This design comes from an exercise in tuning for small area, a short achievable clock period and few clock cycles per item on the open sky130 flow, not from production work. Only simulation tests tie the RTL to the original design; equivalence was not proved. Power figures rest on the tool's default switching activity, not on a simulated workload.

rev 12:
## pcie_app
module pcie_app (
  input  logic          clk_i,
  input  logic          rst_i,
  input  logic          reg_wr_i,
  input  logic          reg_rd_i,
  input  logic [9:0]    reg_addr_i,
  input  logic [31:0]   reg_wdata_i,
  output logic [31:0]   reg_rdata_o,
  output logic          reg_rd_ack_o,
  output logic [51:0]   rd_req_o,
  output logic          rd_req_valid_o,
  input  logic          rd_req_ack_i,
  input  logic          cpl_valid_i,
  input  logic [7:0]    cpl_tag_i,
  input  logic [63:0]   cpl_data_i,
  output logic [3:0]    strm_valid_o,
  input  logic [3:0]    strm_ack_i,
  output logic [255:0]  strm_data_o
);
Settings: LEC_CHECK=0, ABC_CLOCK_PERIOD_IN_PS=3000, CAP_MARGIN=20, CORE_MARGIN=2, CORE_UTILIZATION=70, CTS_CLUSTER_DIAMETER=80, CTS_CLUSTER_SIZE=30, SETUP_SLACK_MARGIN=4.0, SLEW_MARGIN=20, BUFFER_PORTS_ARGS=-buffer_cell sky130_fd_sc_hd__buf_2; clock period 7.0 ns.
standard.sh (not shown) runs the stock make flow with config.mk's settings and CLKGATE_MAP_FILE= SYNTH_SCRIPT=/design/flow/synth_recipe.tcl, a recipe that flattens the netlist after the stock synthesis.
==> flow/flow/run.sh <==
#!/bin/bash
# Standard layout, with the port buffers made from buf_2 cells instead of
# the delay buffers the flow picks by default. Every port keeps its buffer.
set -euo pipefail
cat >> config.mk <<'MK'
export BUFFER_PORTS_ARGS = -buffer_cell sky130_fd_sc_hd__buf_2
MK
bash standard.sh > standard.log 2>&1
Both conditions hold for rev 12: the flow ran to the end and the final layout passed the timing, design-rule and antenna checks.
Testbench counts of rev 12, summed over its fixed seeds: cycles 29,398, words 15,263.
diff inputs: rev 12 => rev 13
- CTS_CLUSTER_SIZE: 30 -> unset
- BUFFER_PORTS_ARGS: -buffer_cell sky130_fd_sc_hd__buf_2 -> unset
- CORE_UTILIZATION: 70 -> 40
- CTS_CLUSTER_DIAMETER: 80 -> unset
==> flow/run.sh (new file) <==
#!/bin/bash
# synth_recipe.tcl (not shown) runs the flow's synth.tcl, then flattens the netlist and writes it again
# the make line also repeats each setting of config.mk as NAME=value (left out here)
make -C /OpenROAD-flow-scripts/flow DESIGN_CONFIG=/design/flow/config.mk WORK_HOME=/design/flow/orfs CLKGATE_MAP_FILE= SYNTH_SCRIPT=/design/flow/synth_recipe.tcl finish
removed: flow/flow/run.sh
removed: flow/standard.sh
Notes after the runs:
Critical path depth (rev 13 over rev 12): decrease, 1. Looking at worst-case setup slack after placement across both flows, rev 13 is the weaker of the two, with rev 12 ahead. Going from rev 12 to rev 13, net switching power grew by more than 10%. In rev 13, the count of clock-buffer cells in the layout came out about 170% above the value in rev 12. When rev 13 is set beside rev 12, its switching power as a share of total power turns out to be 0.78 points smaller. Rev 13: total of fill cells in the finished design is 7,258 higher than what rev 12 reported. Delta (rev 13 minus rev 12): total length of routed wires rose by about 9%, worst hold slack stayed essentially flat, cell count after placement rose by 839, worst setup slack fell by 0.11 ns, clock network area share rose by 4.6 points.

========
== v26 ==
Another version of the RTL of pcie_app (not shown whole).
Size: ~1,500 flip-flops, about 470 I/O pins, ~58,000 um2 of cells after synthesis.
==> flow/config.mk <==
export PLATFORM = sky130hd
export DESIGN_NAME = pcie_app
export DESIGN_NICKNAME = pcie_app
export VERILOG_FILES = /design/flow/design.v
export SDC_FILE = /design/flow/constraint.sdc
export NUM_CORES = 4
export LEC_CHECK = 0
export ABC_CLOCK_PERIOD_IN_PS = 3000
export CAP_MARGIN = 20
export CORE_MARGIN = 2
export CORE_UTILIZATION = 80
export CTS_CLUSTER_DIAMETER = 80
export CTS_CLUSTER_SIZE = 30
export SETUP_SLACK_MARGIN = 4.3
export SLEW_MARGIN = 20
export BUFFER_PORTS_ARGS = -buffer_cell sky130_fd_sc_hd__buf_1
==> flow/constraint.sdc <==
create_clock -name core_clock -period 7.0 [get_ports {clk_i}]
set_input_delay 1.4000 -clock core_clock [delete_from_list [all_inputs] [get_ports {clk_i}]]
set_output_delay 1.4000 -clock core_clock [all_outputs]
set_load 0.01 [all_outputs]
==> flow/flow/run.sh <==
#!/bin/bash
# Standard layout, with the port buffers made from buf_1 cells instead of
# the delay buffers the flow picks by default. Every port keeps its buffer.
set -euo pipefail
cat >> config.mk <<'MK'
export BUFFER_PORTS_ARGS = -buffer_cell sky130_fd_sc_hd__buf_1
MK
bash standard.sh > standard.log 2>&1
Testbench counts of v26, summed over its fixed seeds: cycles 29,398, words 15,263.
Input changes introduced in v32 (baseline for comparison: v26):
- swapping 80 for 70 in CORE_UTILIZATION
- swapping -buffer_cell sky130_fd_sc_hd__buf_1 for -buffer_cell sky130_fd_sc_hd__buf_2 in BUFFER_PORTS_ARGS
==> flow/flow/run.sh <==
#!/bin/bash
# Standard layout, with the port buffers made from buf_2 cells instead of
# the delay buffers the flow picks by default. Every port keeps its buffer.
set -euo pipefail
cat >> config.mk <<'MK'
export BUFFER_PORTS_ARGS = -buffer_cell sky130_fd_sc_hd__buf_2
MK
bash standard.sh > standard.log 2>&1
==> comparison <==
- [compare] base=v26 new=v32: arrival time at the worst endpoint decreased by 1.83 ns relative to the old numbers, number of non-clock buffers in the layout increased by 1.5% relative to the old numbers, share of final layout cell area taken by clock buffers and inverters increased by 0.20 points relative to the old numbers, relative contribution of combinational cells to total power increased by 0.2 points relative to the old numbers.
- Diff v26 -> v32: global router's overall resource usage went down 6.2 points, horizontal die dimension went up 19 um.

-- afterwards: timing with drivers on the ports --
In the flow no input, the clock included, has a driving cell. The finished layouts below were timed again as built, in two steps.
Step 1 assumes that a clkbuf_16 drives the clock port and a buf_2 every other input.
Step 2 adds t to the input delays and takes it off the output delays; t is the mean of the earliest and latest rising clock arrival at the registers after step 1. Input paths then give back, and output paths get back, about the clock's delay inside the block.
Slacks: ideal / step 1 / step 2; pairs: ideal / step 1.
run	t, ns	slack for setup (ns)	pins driven straight from the clock port
rev 12	0.746	4.026 / 4.016 / 3.341	1
rev 13	0.828	3.915 / 3.849 / 3.185	1
v26	0.738	4.176 / 4.136 / 3.515	1
v32	0.733	4.196 / 4.126 / 3.643	1
After both steps setup and hold are still met in every run listed. The setup slack of rev 13, which loses most, moves by -0.066 ns with the drivers and by -0.730 ns with both steps.
